Context: an optimization exercise on an open-source flow, tuned for small area, a short achievable clock period and few clock cycles per item. The choices shown serve that exercise and are no tape-out recipe.
Only simulation tests tie the RTL to the original design; equivalence was not proved.
Power and IR drop assume default switching activity.

<file path="flow/design.v">
`default_nettype none
package muldiv_pkg;
	localparam int xlen = 32;
	localparam int half_len = xlen / 2;
	typedef enum logic [2:0]
	{
		op_slt  = 3'd0,
		op_sltu = 3'd1,
		op_mul  = 3'd2,
		op_div  = 3'd3,
		op_divu = 3'd4,
		op_rem  = 3'd5,
		op_remu = 3'd6
	} alu_op_e;
	typedef struct packed
	{
		logic [xlen-1:0] a;
		logic [xlen-1:0] b;
	} mul_cmd_t;
	typedef struct packed
	{
		logic [xlen-1:0] num;
		logic [xlen-1:0] denom;
		logic is_signed;
	} div_cmd_t;
	typedef struct packed
	{
		logic [xlen-1:0] quot;
		logic [xlen-1:0] rem;
	} div_rsp_t;
	typedef struct packed
	{
		alu_op_e op;
		logic [xlen-1:0] a;
		logic [xlen-1:0] b;
	} alu_cmd_t;
	typedef struct packed
	{
		logic lt_signed;
		logic lt_unsigned;
	} cmp_rsp_t;
	typedef enum logic [1:0]
	{
		st_mul_idle,
		st_mul_partial,
		st_mul_sum
	} mul_state_e;
	typedef enum logic [1:0]
	{
		st_div_idle,
		st_div_init,
		st_div_iter,
		st_div_fix
	} div_state_e;
endpackage
`default_nettype wire
`default_nettype none
import muldiv_pkg::*;
module operand_compare
(
	input logic [muldiv_pkg::xlen-1:0] a,
	input logic [muldiv_pkg::xlen-1:0] b,
	output muldiv_pkg::cmp_rsp_t cmp
);
	logic [xlen-1:0] diff;
	logic carry;
	logic ovf;
	always_comb
	begin
		{carry, diff} = {1'b0, a} + {1'b0, ~b} + {{xlen{1'b0}}, 1'b1};
		ovf = (a[xlen-1] ^ b[xlen-1]) & (a[xlen-1] ^ diff[xlen-1]);
		cmp.lt_unsigned = ~carry;
		cmp.lt_signed = diff[xlen-1] ^ ovf;
	end
endmodule
`default_nettype wire
`default_nettype none
import muldiv_pkg::*;
module mul_unit
(
	input logic clk,
	input logic rst,
	input logic start,
	input muldiv_pkg::mul_cmd_t cmd,
	output logic done,
	output logic [muldiv_pkg::xlen-1:0] prod
);
	muldiv_pkg::mul_state_e state;
	muldiv_pkg::mul_cmd_t opnd;
	logic [xlen-1:0] pp_ll;
	logic [xlen-1:0] pp_lh;
	logic [xlen-1:0] pp_hl;
	always_ff @(posedge clk)
	begin
		if (rst)
		begin
			state <= st_mul_idle;
			done <= 1'b0;
		end
		else
		begin
			done <= 1'b0;
			case (state)
				st_mul_idle:
				begin
					if (start)
					begin
						opnd <= cmd;
						state <= st_mul_partial;
					end
				end
				st_mul_partial:
				begin
					pp_ll <= xlen'(opnd.a[half_len-1:0]) * xlen'(opnd.b[half_len-1:0]);
					pp_lh <= xlen'(opnd.a[half_len-1:0]) * xlen'(opnd.b[xlen-1:half_len]);
					pp_hl <= xlen'(opnd.a[xlen-1:half_len]) * xlen'(opnd.b[half_len-1:0]);
					state <= st_mul_sum;
				end
				st_mul_sum:
				begin
					prod <= pp_ll + ((pp_lh + pp_hl) << half_len);
					done <= 1'b1;
					state <= st_mul_idle;
				end
				default:
				begin
					state <= st_mul_idle;
				end
			endcase
		end
	end
endmodule
`default_nettype wire
`default_nettype none
import muldiv_pkg::*;
module div_unit
#(
	parameter int width = muldiv_pkg::xlen,
	parameter int steps_per_cycle = 1
)
(
	input logic clk,
	input logic rst,
	input logic start,
	input muldiv_pkg::div_cmd_t cmd,
	output logic done,
	output muldiv_pkg::div_rsp_t rsp
);
	localparam int p_w = 2 * width + 1;
	localparam int cnt_w = $clog2(width + 1);
	muldiv_pkg::div_state_e state;
	logic [width-1:0] num_mag;
	logic [width-1:0] den_mag;
	logic quot_neg;
	logic rem_neg;
	logic [p_w-1:0] p;
	logic [p_w-1:0] d;
	logic [width-1:0] q;
	logic [cnt_w-1:0] cnt;
	logic [p_w-1:0] p_next;
	logic [width-1:0] q_next;
	logic [cnt_w-1:0] cnt_next;
	logic [width-1:0] q_conv;
	logic [width-1:0] quot_mag;
	logic [p_w-1:0] p_fix;
	logic [width-1:0] rem_mag;
	always_comb
	begin
		p_next = p;
		q_next = q;
		cnt_next = cnt;
		for (int i = 0; i < steps_per_cycle; i++)
		begin
			if (cnt_next != '0)
			begin
				if (!p_next[p_w-1])
				begin
					p_next = (p_next << 1) - d;
					q_next = {q_next[width-2:0], 1'b1};
				end
				else
				begin
					p_next = (p_next << 1) + d;
					q_next = {q_next[width-2:0], 1'b0};
				end
				cnt_next = cnt_next - cnt_w'(1);
			end
		end
	end
	always_comb
	begin
		q_conv = q - ~q;
		quot_mag = p[p_w-1] ? q_conv - width'(1) : q_conv;
		p_fix = p[p_w-1] ? p + d : p;
		rem_mag = p_fix[width +: width];
	end
	always_ff @(posedge clk)
	begin
		if (rst)
		begin
			state <= st_div_idle;
			done <= 1'b0;
		end
		else
		begin
			done <= 1'b0;
			case (state)
				st_div_idle:
				begin
					if (start)
					begin
						num_mag <= (cmd.is_signed && cmd.num[width-1]) ? -cmd.num : cmd.num;
						den_mag <= (cmd.is_signed && cmd.denom[width-1]) ? -cmd.denom : cmd.denom;
						quot_neg <= cmd.is_signed && (cmd.num[width-1] ^ cmd.denom[width-1]) && (cmd.denom != '0);
						rem_neg <= cmd.is_signed && cmd.num[width-1];
						state <= st_div_init;
					end
				end
				st_div_init:
				begin
					p <= {{(width + 1){1'b0}}, num_mag};
					d <= {1'b0, den_mag, {width{1'b0}}};
					q <= '0;
					cnt <= cnt_w'(width);
					state <= st_div_iter;
				end
				st_div_iter:
				begin
					p <= p_next;
					q <= q_next;
					cnt <= cnt_next;
					if (cnt_next == '0)
						state <= st_div_fix;
				end
				st_div_fix:
				begin
					rsp.quot <= quot_neg ? -quot_mag : quot_mag;
					rsp.rem <= rem_neg ? -rem_mag : rem_mag;
					done <= 1'b1;
					state <= st_div_idle;
				end
				default:
				begin
					state <= st_div_idle;
				end
			endcase
		end
	end
endmodule
`default_nettype wire
`default_nettype none
import muldiv_pkg::*;
module muldiv_unit
#(
	parameter int div_steps_per_cycle = 1
)
(
	input logic clk,
	input logic rst,
	input logic cmd_valid,
	input muldiv_pkg::alu_cmd_t cmd,
	output logic cmd_ready,
	output logic rsp_valid,
	output logic [muldiv_pkg::xlen-1:0] rsp_data
);
	logic busy;
	logic accept;
	logic cmp_pend;
	logic cmp_bit_q;
	muldiv_pkg::alu_op_e op_q;
	muldiv_pkg::cmp_rsp_t cmp;
	logic mul_start;
	logic mul_done;
	logic [xlen-1:0] mul_prod;
	logic div_start;
	logic div_done;
	muldiv_pkg::div_rsp_t div_rsp;
	assign cmd_ready = !busy;
	assign accept = cmd_valid && cmd_ready;
	assign mul_start = accept && (cmd.op == op_mul);
	assign div_start = accept && ((cmd.op == op_div) || (cmd.op == op_divu) || (cmd.op == op_rem) || (cmd.op == op_remu));
	operand_compare u_cmp (.a(cmd.a), .b(cmd.b), .cmp(cmp));
	mul_unit u_mul
	(
		.clk(clk), .rst(rst), .start(mul_start),
		.cmd({cmd.a, cmd.b}),
		.done(mul_done), .prod(mul_prod)
	);
	div_unit #(.width(xlen), .steps_per_cycle(div_steps_per_cycle)) u_div
	(
		.clk(clk), .rst(rst), .start(div_start),
		.cmd({cmd.a, cmd.b, (cmd.op == op_div) || (cmd.op == op_rem)}),
		.done(div_done), .rsp(div_rsp)
	);
	always_ff @(posedge clk)
	begin
		if (rst)
		begin
			busy <= 1'b0;
			cmp_pend <= 1'b0;
			rsp_valid <= 1'b0;
		end
		else
		begin
			rsp_valid <= 1'b0;
			if (accept)
			begin
				busy <= 1'b1;
				op_q <= cmd.op;
				case (cmd.op)
					op_slt:
					begin
						cmp_pend <= 1'b1;
						cmp_bit_q <= cmp.lt_signed;
					end
					op_sltu:
					begin
						cmp_pend <= 1'b1;
						cmp_bit_q <= cmp.lt_unsigned;
					end
					op_mul, op_div, op_divu, op_rem, op_remu:
						cmp_pend <= 1'b0;
					default:
					begin
						cmp_pend <= 1'b1;
						cmp_bit_q <= 1'b0;
					end
				endcase
			end
			else if (cmp_pend)
			begin
				cmp_pend <= 1'b0;
				busy <= 1'b0;
				rsp_valid <= 1'b1;
				rsp_data <= {{(xlen - 1){1'b0}}, cmp_bit_q};
			end
			else if (mul_done)
			begin
				busy <= 1'b0;
				rsp_valid <= 1'b1;
				rsp_data <= mul_prod;
			end
			else if (div_done)
			begin
				busy <= 1'b0;
				rsp_valid <= 1'b1;
				rsp_data <= ((op_q == op_rem) || (op_q == op_remu)) ? div_rsp.rem : div_rsp.quot;
			end
		end
	end
endmodule
`default_nettype wire
`default_nettype none
module muldiv_top
(
	input logic clk,
	input logic rst,
	input logic cmd_valid,
	input logic [2:0] cmd_op,
	input logic [31:0] cmd_a,
	input logic [31:0] cmd_b,
	output logic cmd_ready,
	output logic rsp_valid,
	output logic [31:0] rsp_data
);
	muldiv_unit #(.div_steps_per_cycle(1)) u_unit
	(
		.clk(clk),
		.rst(rst),
		.cmd_valid(cmd_valid),
		.cmd({cmd_op, cmd_a, cmd_b}),
		.cmd_ready(cmd_ready),
		.rsp_valid(rsp_valid),
		.rsp_data(rsp_data)
	);
endmodule
`default_nettype wire
</file>
<file path="flow/run.sh">
#!/bin/bash
# synth_recipe.tcl (not shown) runs the flow's synth.tcl, then flattens the netlist and writes it again
# the make line also repeats each setting of config.mk as NAME=value (left out here)
make -C /OpenROAD-flow-scripts/flow DESIGN_CONFIG=/design/flow/config.mk WORK_HOME=/design/flow/orfs CLKGATE_MAP_FILE= SYNTH_SCRIPT=/design/flow/synth_recipe.tcl finish
</file>
<file path="flow/config.mk">
export PLATFORM = sky130hd
export DESIGN_NAME = muldiv_top
export DESIGN_NICKNAME = muldiv_top
export VERILOG_FILES = /design/flow/design.v
export SDC_FILE = /design/flow/constraint.sdc
export NUM_CORES = 4
export LEC_CHECK = 0
export CAP_MARGIN = 20
export CORE_MARGIN = 2
export CORE_UTILIZATION = 40
export SLEW_MARGIN = 20
</file>
<file path="flow/constraint.sdc">
create_clock -name core_clock -period 8.0 [get_ports {clk}]
set_input_delay 1.6000 -clock core_clock [delete_from_list [all_inputs] [get_ports {clk}]]
set_output_delay 1.6000 -clock core_clock [all_outputs]
set_load 0.01 [all_outputs]
</file>
==> summary.txt <==
-- worst register-to-register path: cells and delay by family, from the launching register on --
| kind | cells | cell delay, ns |
|---|---|---|
| fa+ha+maj | 7 | 3.14 |
| buf+inv | 4 | 0.21 |
| flops | 1 | 0.95 |
| compound gates | 9 | 1.95 |
| simple gates | 1 | 0.26 |
| xor+xnor | 1 | 0.09 |
-- power by group --
group / total [mW] / leakage, nW / internal [mW] / switching, mW
clock network: 2.64 / 0.914 / 1.63 / 1.01
registers: 2.91 / 4.25 / 2.85 / 0.0627
logic: 1.97 / 14.1 / 0.792 / 1.18
-- cell type report --
type	instances	area [um^2]	share of cell area
Multi-Input combinational cell	2786	24300	0.536
Sequential cell	469	14000	0.308
Inverter	555	2080	0.0459
Tap cell	1368	1710	0.0377
Clock buffer	68	1410	0.0311
Timing Repair Buffer	148	1390	0.0306
Clock inverter	28	475	0.0105
Antenna cell	2	5.00	0.000110
-- cells in the final DEF (no fill, tap or decap), types with 42 or more instances in the layout --
| cell type | n |
|---|---|
| fa_1 | 359 |
| mux2i_1 | 47 |
| nor3_1 | 42 |
| clkbuf_16 | 53 |
| o21ai_0 | 82 |
| clkdlybuf4s50_1 | 103 |
| and2_1 | 281 |
| a21oi_1 | 199 |
| nand2_1 | 417 |
| xnor2_1 | 246 |
| xor2_1 | 95 |
| a21o_1 | 58 |
| buf_4 | 43 |
| nor2_1 | 197 |
| inv_1 | 553 |
| edfxtp_1 | 460 |
| ha_1 | 336 |
-- stage by stage --
step | setup WS, ns | hold WS, ns | power, mW | std cells
after floorplan | 0.848 | 0.400 | 4.31 | 3954
after global placement | 1.24 | 0.403 | 4.92 | 5325
after detailed placement | 1.14 | 0.405 | 4.94 | 5325
after CTS | 1.13 | 0.402 | 7.60 | 5421
after global routing | 0.866 | 0.423 | 7.92 | 5422
final | 1.16 | 0.407 | 7.53 | 5424
-- routing by layer --
layer / up-vias / global-route usage
li1: 13200 / -
met1: 13700 / 0.292
met2: 794 / 0.333
met3: 126 / 0.0286
met4: 0 / 0.0559
met5: - / 0
-- logic make-up (layout without fill, tap and decap cells) --
family | count (synthesis) | in the layout | share of synthesized area
compound gates | 531 | 531 | 0.0840
xor+xnor | 341 | 341 | 0.0731
fa+ha+maj | 696 | 696 | 0.279
buf+inv | 699 | 799 | 0.0644
flops | 469 | 469 | 0.342
mux | 86 | 86 | 0.0226
other cells | 0 | 2 | 0
simple gates | 1132 | 1132 | 0.134
-- registers in the layout (all words and copies together), names as in the netlist, 31 cells and up --
| name | flops |
|---|---|
| u_unit.u_div.d | 32 |
| u_unit.u_mul.prod | 32 |
| u_unit.u_div.den_mag | 32 |
| u_unit.u_mul.opnd | 64 |
| u_unit.u_mul.pp_ll | 32 |
| u_unit.rsp_data | 32 |
| u_unit.u_div.num_mag | 32 |
| u_unit.u_div.q | 31 |
| u_unit.u_div.p | 65 |
| u_unit.u_div.rsp | 64 |
-- worst min-delay path by stage --
| stage | cells past startpoint | end | slack, ns |
|---|---|---|---|
| after floorplan | 0 | u_unit.u_div.d[32]$_DFFE_PP_ | 0.40 |
| after global placement | 0 | u_unit.u_mul.prod[3]$_DFFE_PP_ | 0.40 |
| after detailed placement | 0 | u_unit.u_div.d[45]$_DFFE_PP_ | 0.40 |
| after CTS | 0 | u_unit.u_div.d[59]$_DFFE_PP_ | 0.40 |
| after global routing | 0 | u_unit.u_div.d[45]$_DFFE_PP_ | 0.42 |
| final | 0 | u_unit.u_mul.prod[14]$_DFFE_PP_ | 0.41 |
==> flow_summary.json <==
{
  "synthFlopType": "edfxtp_1",
  "yosysTopAreaCell": "edfxtp_1",
  "ctsHoldBuffers": 0,
  "io_buffer_count": 103,
  "h-tree-depth": 2,
  "path_depth": 22,
  "vias": 27800,
  "cts-resized-gates": 0,
  "synthTopCellsByArea": "edfxtp_1, fa_1, ha_1, xnor2_1, inv_1",
  "wl_mm": 106,
  "crit_end": "u_unit.u_mul.pp_ll[30]$_DFFE_PP_",
  "synth_cell_types": 82,
  "row_count": 117,
  "syn_nets": 4720,
  "finalCritPeriodShare": 0.854,
  "design_area_mm2": 0.0454,
  "clk_path_buf_depth": 3,
  "cp.arrival_ns": 7.18,
  "cp_max_fo": 27,
  "syn_area_per_cell_um2": 10.3,
  "critPathMaxStageDelay_ns": 0.95,
  "die_h_um": 324,
  "crit_required_ns": 8.34,
  "synthTopCellsByCount": "inv_1, edfxtp_1, nand2_1",
  "powerDensity_mw_per_mm2": 166,
  "die_area_mm2": 0.105,
  "numCtsBuffers": 52,
  "clockRootBuffer": "clkbuf_16",
  "clkSlewWorstSetupHoldPaths_ns": 0.06,
  "cpMaxStageDelayCell": "edfxtp_1",
  "dr_wl_met2_mm": 48.0,
  "vdd_drop_max_v": 0.000146,
  "post_cts_buffers": 0,
  "synth-edff-count": 460,
  "worstMarginPinSlew_ns": 1.10,
  "ios": 104,
  "fin_util": 0.447,
  "min_period_ns": 6.84,
  "crit_family": "adder cells",
  "crit_path_frequent_cell": "fa_1",
  "cap_violations": 0,
  "crit_chain": "and2_1 -> fa_1 -> inv_1 -> fa_1 -> fa_1 -> inv_1 -> fa_1 -> fa_1 -> inv_1 -> fa_1 -> inv_1 -> ha_1 -> a21oi_1 -> o21bai_1 -> a21oi_1 -> o22ai_1 -> a211o_1 -> a311oi_1 -> o21a_1 -> o31ai_1 -> a21boi_0 -> xnor2_1",
  "hp-class": "reg2reg",
  "crit_type": "reg2reg",
  "outcome": "timing/DRC/antenna clean",
  "post_drt_wl_per_cell_um": 19.6,
  "cp-startpoint": "u_unit.u_mul.opnd[5]$_DFFE_PP_",
  "fmax_mhz": 146,
  "wl_met3_mm": 6.37,
  "dr.pass1.iters": 5,
  "clock_skew_ns": 0.0233,
  "numClockSinks": 469,
  "initial_utilization": 0.402,
  "synth_top_area_share": 0.338,
  "synth-async-reset-ratio": 0,
  "drc": 0,
  "synth-seq-area-share": 0.342,
  "fillers": 9678,
  "highest_layer": "met4",
  "yosysMostFrequentCell": "inv_1",
  "slew_viol_final": 0,
  "hpwl_mm": 83.2,
  "grt_overflow": 0,
  "drtIter0Drc": 2010,
  "netlist_area_mm2": 0.0409,
  "rr_startpoint": "u_unit.u_mul.opnd[5]$_DFFE_PP_",
  "cts_tree": "yes",
  "fin_setup_tns_ns": 0,
  "grt_max_degree": 97,
  "grt_pass1_vias": 28000,
  "track_usage": 0.206,
  "placed_cell_area_mm2": 0.0435,
  "regToRegSetupSlack_ns": 1.16,
  "synth_cells": 3954,
  "drtAntennaViolNets": 0,
  "yosysWarnings": 4,
  "min_from": "u_unit.u_mul.pp_ll[14]$_DFFE_PP_",
  "max_slew_margin": 0.266,
  "synth-seq-cells": 469,
  "viasPerCell": 5.13,
  "timing.rr.end": "u_unit.u_mul.pp_ll[30]$_DFFE_PP_",
  "place_congestion": 0.877,
  "grt_pass1_wl_mm": 165,
  "nets": 4778,
  "antenna_found_initial": 1,
  "p_leak_nw": 19.3,
  "hold_viol": 0,
  "syn2layout_area_growth_pct": 11.0,
  "grt_setup_unrepaired": "false",
  "setup_viol_count_final": 0,
  "die_w_um": 324,
  "core_mm2": 0.102,
  "wl_met1_mm": 48.9,
  "crit_path_end_kind": "register",
  "drive_gt1_frac": 0.0491,
  "r2r_cells": 22,
  "startpoint_type": "register",
  "critPathBufInv": 4,
  "insertion_delay_ns": 0.61
}
Testbench counts, summed over its fixed seeds: cycles 34,910, items 2,400.

-- port drivers added, routing unchanged --
In the flow no input, the clock included, has a driving cell. The finished layout below was timed again as built, in two steps. Step 1: set_driving_cell puts a clkbuf_16 on clk and a buf_2 on each other input, an assumption about the parent block. Step 2 also shifts input and output timing later by t, the mid clock arrival at the registers, as if the neighbouring blocks saw the same clock. a / b / c = no drivers / after step 1 / after step 2; a / b = the first two.
shift t [ns]: 0.663
slack for setup (ns): 1.165 / 1.165 / 1.165
cell pins on the clock port's net: 1
After both steps setup and hold are still met in this run. For this run, drivers alone change the setup slack by 0.000 ns; drivers and shift together by 0.000 ns.
